What follows belongs to an exercise in optimizing a design on an open flow for small area; a production flow would make more cautious choices. Function was checked by simulation only, so behaviour that the tests miss may differ from the original. Power is estimated from default activity; no workload was simulated.

## tower_defense_top
module tower_defense_top (
    input  logic       clk,
    input  logic       reset_i,
    input  logic       visible_i,
    input  video_pkg::coord_t     x_i,
    input  video_pkg::coord_t     y_i,
    input  logic       btn_up_i,
    input  logic       btn_down_i,
    input  logic       btn_left_i,
    input  logic       btn_right_i,
    input  logic       btn_center_i,
    output video_pkg::rgb_t       pixel_o,
    output logic [3:0] lives_o
);
==> flow/config.mk <==
export PLATFORM = sky130hd
export DESIGN_NAME = tower_defense_top
export DESIGN_NICKNAME = tower_defense_top
export VERILOG_FILES = /design/flow/design.v
export SDC_FILE = /design/flow/constraint.sdc
export NUM_CORES = 4
export LEC_CHECK = 0
export ABC_AREA = 1
export CAP_MARGIN = 0
export CORE_MARGIN = 2
export CORE_UTILIZATION = 62
export GPL_TIMING_DRIVEN = 0
export SETUP_SLACK_MARGIN = 0.0
export SLEW_MARGIN = 0
==> flow/constraint.sdc <==
create_clock -name core_clock -period 12.0 [get_ports {clk}]
set_input_delay 2.4000 -clock core_clock [delete_from_list [all_inputs] [get_ports {clk}]]
set_output_delay 2.4000 -clock core_clock [all_outputs]
set_load 0.01 [all_outputs]
run.sh (not shown) runs the stock make flow with config.mk's settings and CLKGATE_MAP_FILE= SYNTH_SCRIPT=/design/flow/synth_recipe.tcl, a recipe that flattens the netlist after the stock synthesis.
The starting point ran to the end with no violations.
Next try:
--- a/flow/config.mk
+++ b/flow/config.mk
@@ -7,8 +7,8 @@
 export LEC_CHECK = 0
 export ABC_AREA = 1
-export CAP_MARGIN = 0
+export CAP_MARGIN = 20
 export CORE_MARGIN = 2
 export CORE_UTILIZATION = 62
 export GPL_TIMING_DRIVEN = 0
-export SETUP_SLACK_MARGIN = 0.0
-export SLEW_MARGIN = 0
+export SETUP_SLACK_MARGIN = 0.4
+export SLEW_MARGIN = 20
Power is higher by 4.3%.
Via count is higher by about 3.6%.
Global-route usage is higher by 1.1 points.
Utilization is higher by 3.1 points.
Area after synthesis does not change.
Clock skew barely changes.
Non-clock buffer count is higher by 23.
Worst setup slack improves by 0.32 ns.
Next try:
--- a/flow/config.mk
+++ b/flow/config.mk
@@ -9,6 +9,6 @@
 export CAP_MARGIN = 20
 export CORE_MARGIN = 2
-export CORE_UTILIZATION = 62
+export CORE_UTILIZATION = 75
 export GPL_TIMING_DRIVEN = 0
-export SETUP_SLACK_MARGIN = 0.4
+export SETUP_SLACK_MARGIN = 0.2
 export SLEW_MARGIN = 20
- With this change the flow stopped in global routing
- synthesized cell count stays the same
- synthesized area does not change
Next try:
--- a/flow/config.mk
+++ b/flow/config.mk
@@ -7,8 +7,8 @@
 export LEC_CHECK = 0
 export ABC_AREA = 1
-export CAP_MARGIN = 20
+export CAP_MARGIN = 0
 export CORE_MARGIN = 2
-export CORE_UTILIZATION = 75
+export CORE_UTILIZATION = 62
 export GPL_TIMING_DRIVEN = 0
 export SETUP_SLACK_MARGIN = 0.2
-export SLEW_MARGIN = 20
+export SLEW_MARGIN = 0
The changed run went through all stages and came out clean; synthesized area stays the same; synthesized cell count is unchanged.


Another version of the RTL of tower_defense_top (not shown whole).
Size in the first run: ~1,200 cells after synthesis, about 48 flip-flops, ~44 I/O pins, roughly 8000 um^2 of cells after synthesis.
## tower_defense_top
module tower_defense_top (
    input  logic       clk,
    input  logic       reset_i,
    input  logic       visible_i,
    input  video_pkg::coord_t     x_i,
    input  video_pkg::coord_t     y_i,
    input  logic       btn_up_i,
    input  logic       btn_down_i,
    input  logic       btn_left_i,
    input  logic       btn_right_i,
    input  logic       btn_center_i,
    output video_pkg::rgb_t       pixel_o,
    output logic [3:0] lives_o
);
==> flow/config.mk <==
export PLATFORM = sky130hd
export DESIGN_NAME = tower_defense_top
export DESIGN_NICKNAME = tower_defense_top
export VERILOG_FILES = /design/flow/design.v
export SDC_FILE = /design/flow/constraint.sdc
export NUM_CORES = 4
export LEC_CHECK = 0
export ABC_AREA = 1
export CAP_MARGIN = 0
export CORE_MARGIN = 2
export CORE_UTILIZATION = 62
export CTS_BUF_LIST = sky130_fd_sc_hd__clkbuf_8
export GPL_TIMING_DRIVEN = 0
export SETUP_SLACK_MARGIN = -0.1
export SLEW_MARGIN = 0
==> flow/constraint.sdc <==
create_clock -name core_clock -period 12.0 [get_ports {clk}]
set_input_delay 2.4000 -clock core_clock [delete_from_list [all_inputs] [get_ports {clk}]]
set_output_delay 2.4000 -clock core_clock [all_outputs]
set_load 0.01 [all_outputs]
standard.sh (not shown) runs the stock make flow with config.mk's settings and CLKGATE_MAP_FILE= SYNTH_SCRIPT=/design/flow/synth_recipe.tcl, a recipe that flattens the netlist after the stock synthesis.
==> flow/flow/run.sh <==
#!/bin/bash
# Standard layout, with the smallest buffer on every input and output port
# instead of the delay cell buffer_ports picks by default.
set -euo pipefail
bash standard.sh 'BUFFER_PORTS_ARGS=-buffer_cell sky130_fd_sc_hd__buf_1' finish > standard_flow.log 2>&1
The starting point produced a clean layout.
Next try:
==> flow/run.sh (new file) <==
#!/bin/bash
# synth_recipe.tcl (not shown) runs the flow's synth.tcl, then flattens the netlist and writes it again
# the make line also repeats each setting of config.mk as NAME=value (left out here)
make -C /OpenROAD-flow-scripts/flow DESIGN_CONFIG=/design/flow/config.mk WORK_HOME=/design/flow/orfs CLKGATE_MAP_FILE= SYNTH_SCRIPT=/design/flow/synth_recipe.tcl finish
Settings changed: SETUP_SLACK_MARGIN -0.1 to -0.25.
removed: flow/flow/run.sh
removed: flow/standard.sh
The changed run passed the timing, DRC and antenna checks.
Routed wire length went up by 4.0%.
Register-to-register slack gets better by 0.04 ns.
Via count increases by 2.3%.
Power goes up by 7.3%.
Critical path depth rises by 1.
Die area is unchanged.
Sequential cell count stays the same.
Worst setup slack got worse by 0.14 ns.
Cell area increases by 2.5%.
Sequential share of layout area went down by 0.27 points.
Next try:
==> flow/flow/run.sh (new file) <==
#!/bin/bash
# Standard layout, with the smallest buffer on every input and output port
# instead of the delay cell buffer_ports picks by default.
set -euo pipefail
bash standard.sh 'BUFFER_PORTS_ARGS=-buffer_cell sky130_fd_sc_hd__buf_1' finish > standard_flow.log 2>&1
==> flow/standard.sh (new file) <==
#!/bin/bash
# synth_recipe.tcl (not shown) runs the flow's synth.tcl, then flattens the netlist and writes it again
# the make line also repeats each setting of config.mk as NAME=value (left out here)
make -C /OpenROAD-flow-scripts/flow DESIGN_CONFIG=/design/flow/config.mk WORK_HOME=/design/flow/orfs CLKGATE_MAP_FILE= SYNTH_SCRIPT=/design/flow/synth_recipe.tcl "${@:-finish}"
Settings changed: SETUP_SLACK_MARGIN -0.25 to 0.0.
removed: flow/run.sh
The changed run completed with no timing, DRC or antenna violations.
Sequential power stays flat.
Clock power goes down by 25%.
Final cell count is higher by 0.42%.
Next try:
Settings changed: SETUP_SLACK_MARGIN 0.0 to -0.25.
Worst hold slack stays flat.
Synthesized area stays the same.
Utilization falls by 1.1 points.
Final area fell by 1.5%.
Count of clock-buffer cells in the layout is unchanged.
Routed wire length went down by 1.3%.
Cell count falls by 0.35%.
Power fell by 1.6%.
Flip-flop and latch count does not change.
Worst setup slack gets worse by 0.14 ns.
Via count shrinks by 0.38%.


P:
tower_defense_top, a different RTL version from the one above (not shown whole).
For scale: about 1,500 cells after synthesis, roughly 42 flip-flops, about 44 I/O pins, about 10,000 µm² of cells after synthesis.
Settings: LEC_CHECK=0, ABC_AREA=1, CAP_MARGIN=20, CORE_MARGIN=2, CORE_UTILIZATION=40, SETUP_SLACK_MARGIN=0.4, SLEW_MARGIN=20; clock period 12.0 ns.
run.sh (not shown) runs the stock make flow with config.mk's settings and CLKGATE_MAP_FILE= SYNTH_SCRIPT=/design/flow/synth_recipe.tcl, a recipe that flattens the netlist after the stock synthesis.
Stock flow here: none of the scripts above is used.
P has completed all stages; timing, DRC and antenna checks passed.
[inputs] Q vs P
Settings: swapping 40 for 60 in CORE_UTILIZATION.
--- outcome ---
Re number of antenna violations at the first check in global routing: no difference whatsoever between P and Q.
Die area of Q falls short of that of P by more than a quarter.
Diff Q and P: placed instance count lower in Q


== JK ==
tower_defense_top, a different RTL version from the one above (not shown whole).
Size: roughly 48 flip-flops, about 0.0081 mm^2 of cells after synthesis.
Settings: LEC_CHECK=0, ABC_AREA=1, CAP_MARGIN=0, CORE_MARGIN=2, CORE_UTILIZATION=62, CTS_BUF_LIST=sky130_fd_sc_hd__clkbuf_8, GPL_TIMING_DRIVEN=0, SETUP_SLACK_MARGIN=0.0, SLEW_MARGIN=0; clock period 12.0 ns.
standard.sh (not shown) runs the stock make flow with config.mk's settings and CLKGATE_MAP_FILE= SYNTH_SCRIPT=/design/flow/synth_recipe.tcl, a recipe that flattens the netlist after the stock synthesis.
==> flow/flow/run.sh <==
#!/bin/bash
# Standard layout, with the smallest buffer on every input and output port
# instead of the delay cell buffer_ports picks by default, and gates on
# paths with slack to spare sized down after global routing.
set -euo pipefail
bash standard.sh 'BUFFER_PORTS_ARGS=-buffer_cell sky130_fd_sc_hd__buf_1' 'RECOVER_POWER=100' finish > standard_flow.log 2>&1
Setup changes, JK to MS
==> flow/run.sh (new file) <==
#!/bin/bash
# synth_recipe.tcl (not shown) runs the flow's synth.tcl, then flattens the netlist and writes it again
# the make line also repeats each setting of config.mk as NAME=value (left out here)
make -C /OpenROAD-flow-scripts/flow DESIGN_CONFIG=/design/flow/config.mk WORK_HOME=/design/flow/orfs CLKGATE_MAP_FILE= SYNTH_SCRIPT=/design/flow/synth_recipe.tcl finish
removed: flow/flow/run.sh
removed: flow/standard.sh
## What came out
Changes observed in MS relative to JK: fraction of layout instances using a drive strength above 1 has increased; maximum fanout encountered on the critical timing path has decreased. Compare JK and MS | layout buffering overhead excluding clock cells higher: MS. Delta (MS minus JK): wire length after detailed routing has increased, worst setup slack shows a reduction of 0.13 ns, count of clock buffers in the final design lost 1, post-route met1 wirelength lower, proportion of power drawn by combinational gates went up. Against JK, MS reports a part of the cycle the worst path needs that is higher.
The following lists how AL was set up differently from MS:
==> flow/flow/run.sh (new file) <==
#!/bin/bash
# Standard layout, with the smallest buffer on every input and output port
# instead of the delay cell buffer_ports picks by default.
set -euo pipefail
bash standard.sh 'BUFFER_PORTS_ARGS=-buffer_cell sky130_fd_sc_hd__buf_1' finish > standard_flow.log 2>&1
==> flow/standard.sh (new file) <==
#!/bin/bash
# synth_recipe.tcl (not shown) runs the flow's synth.tcl, then flattens the netlist and writes it again
# the make line also repeats each setting of config.mk as NAME=value (left out here)
make -C /OpenROAD-flow-scripts/flow DESIGN_CONFIG=/design/flow/config.mk WORK_HOME=/design/flow/orfs CLKGATE_MAP_FILE= SYNTH_SCRIPT=/design/flow/synth_recipe.tcl "${@:-finish}"
removed: flow/run.sh
### Flow results
AL ran to completion and came out clean on the timing, DRC and antenna checks.
Going from MS to AL, final critical-path share of the clock period shrinks by 0.92 points.
The run showing the smaller fraction of cell area in non-clock buffers is AL.
Changes observed in AL relative to MS: synthesis-to-finish area growth -6.5 points, routed length on met1 +0.54%.
Wire length: AL and MS compared, higher one is MS
Overall power of the completed layout went up slightly going from MS to AL.

-- separate check: timing with driven ports --
No port has a modelled driver above. Below, the same layouts with a new extraction and two added sets of constraints.
Step 1 sets driving cells, clkbuf_16 on the clock port and buf_2 on the other inputs (assumed; they add their load-dependent delay and slew).
Step 2 also shifts input and output timing later by t, the mid clock arrival at the registers, as if the neighbouring blocks saw the same clock.
Three values: ideal, step 1, step 2; two values: the first two.
| run | shift t [ns] | setup WS [ns] | clock arrival spread, ns | worst data-port slew with drivers (ns) | pins driven straight from the clock port |
|---|---|---|---|---|---|
| the first run of note 1 | 0.316 | 0.370 / 0.353 / 0.353 | 0.004 / 0.005 | 0.03 | 1 |
| the second run of note 1 | 0.319 | 0.694 / 0.662 / 0.662 | 0.005 / 0.006 | 0.04 | 1 |
| the fourth run of note 1 | 0.314 | 0.502 / 0.480 / 0.480 | 0.005 / 0.004 | 0.04 | 1 |
| the first run of note 2 | 0.354 | 0.309 / 0.286 / 0.286 | 0.020 / 0.020 | 0.04 | 1 |
| the second run of note 2 | 0.348 | 0.172 / 0.154 / 0.154 | 0.014 / 0.014 | 0.04 | 1 |
| the third run of note 2 | 0.352 | 0.404 / 0.381 / 0.381 | 0.019 / 0.019 | 0.04 | 1 |
| the fourth run of note 2 | 0.351 | 0.268 / 0.248 / 0.248 | 0.017 / 0.018 | 0.04 | 1 |
| P | 0.331 | 0.688 / 0.660 / 0.660 | 0.006 / 0.007 | 0.05 | 1 |
| Q | 0.322 | 0.530 / 0.503 / 0.503 | 0.005 / 0.005 | 0.04 | 1 |
| JK | 0.342 | 0.429 / 0.408 / 0.408 | 0.011 / 0.011 | 0.04 | 1 |
| MS | 0.338 | 0.298 / 0.264 / 0.264 | 0.012 / 0.012 | 0.04 | 1 |
| AL | 0.342 | 0.408 / 0.386 / 0.386 | 0.009 / 0.010 | 0.04 | 1 |
After both steps setup and hold are still met in every run listed. For MS, which loses most, drivers alone change the setup slack by -0.034 ns; drivers and shift together by -0.034 ns.
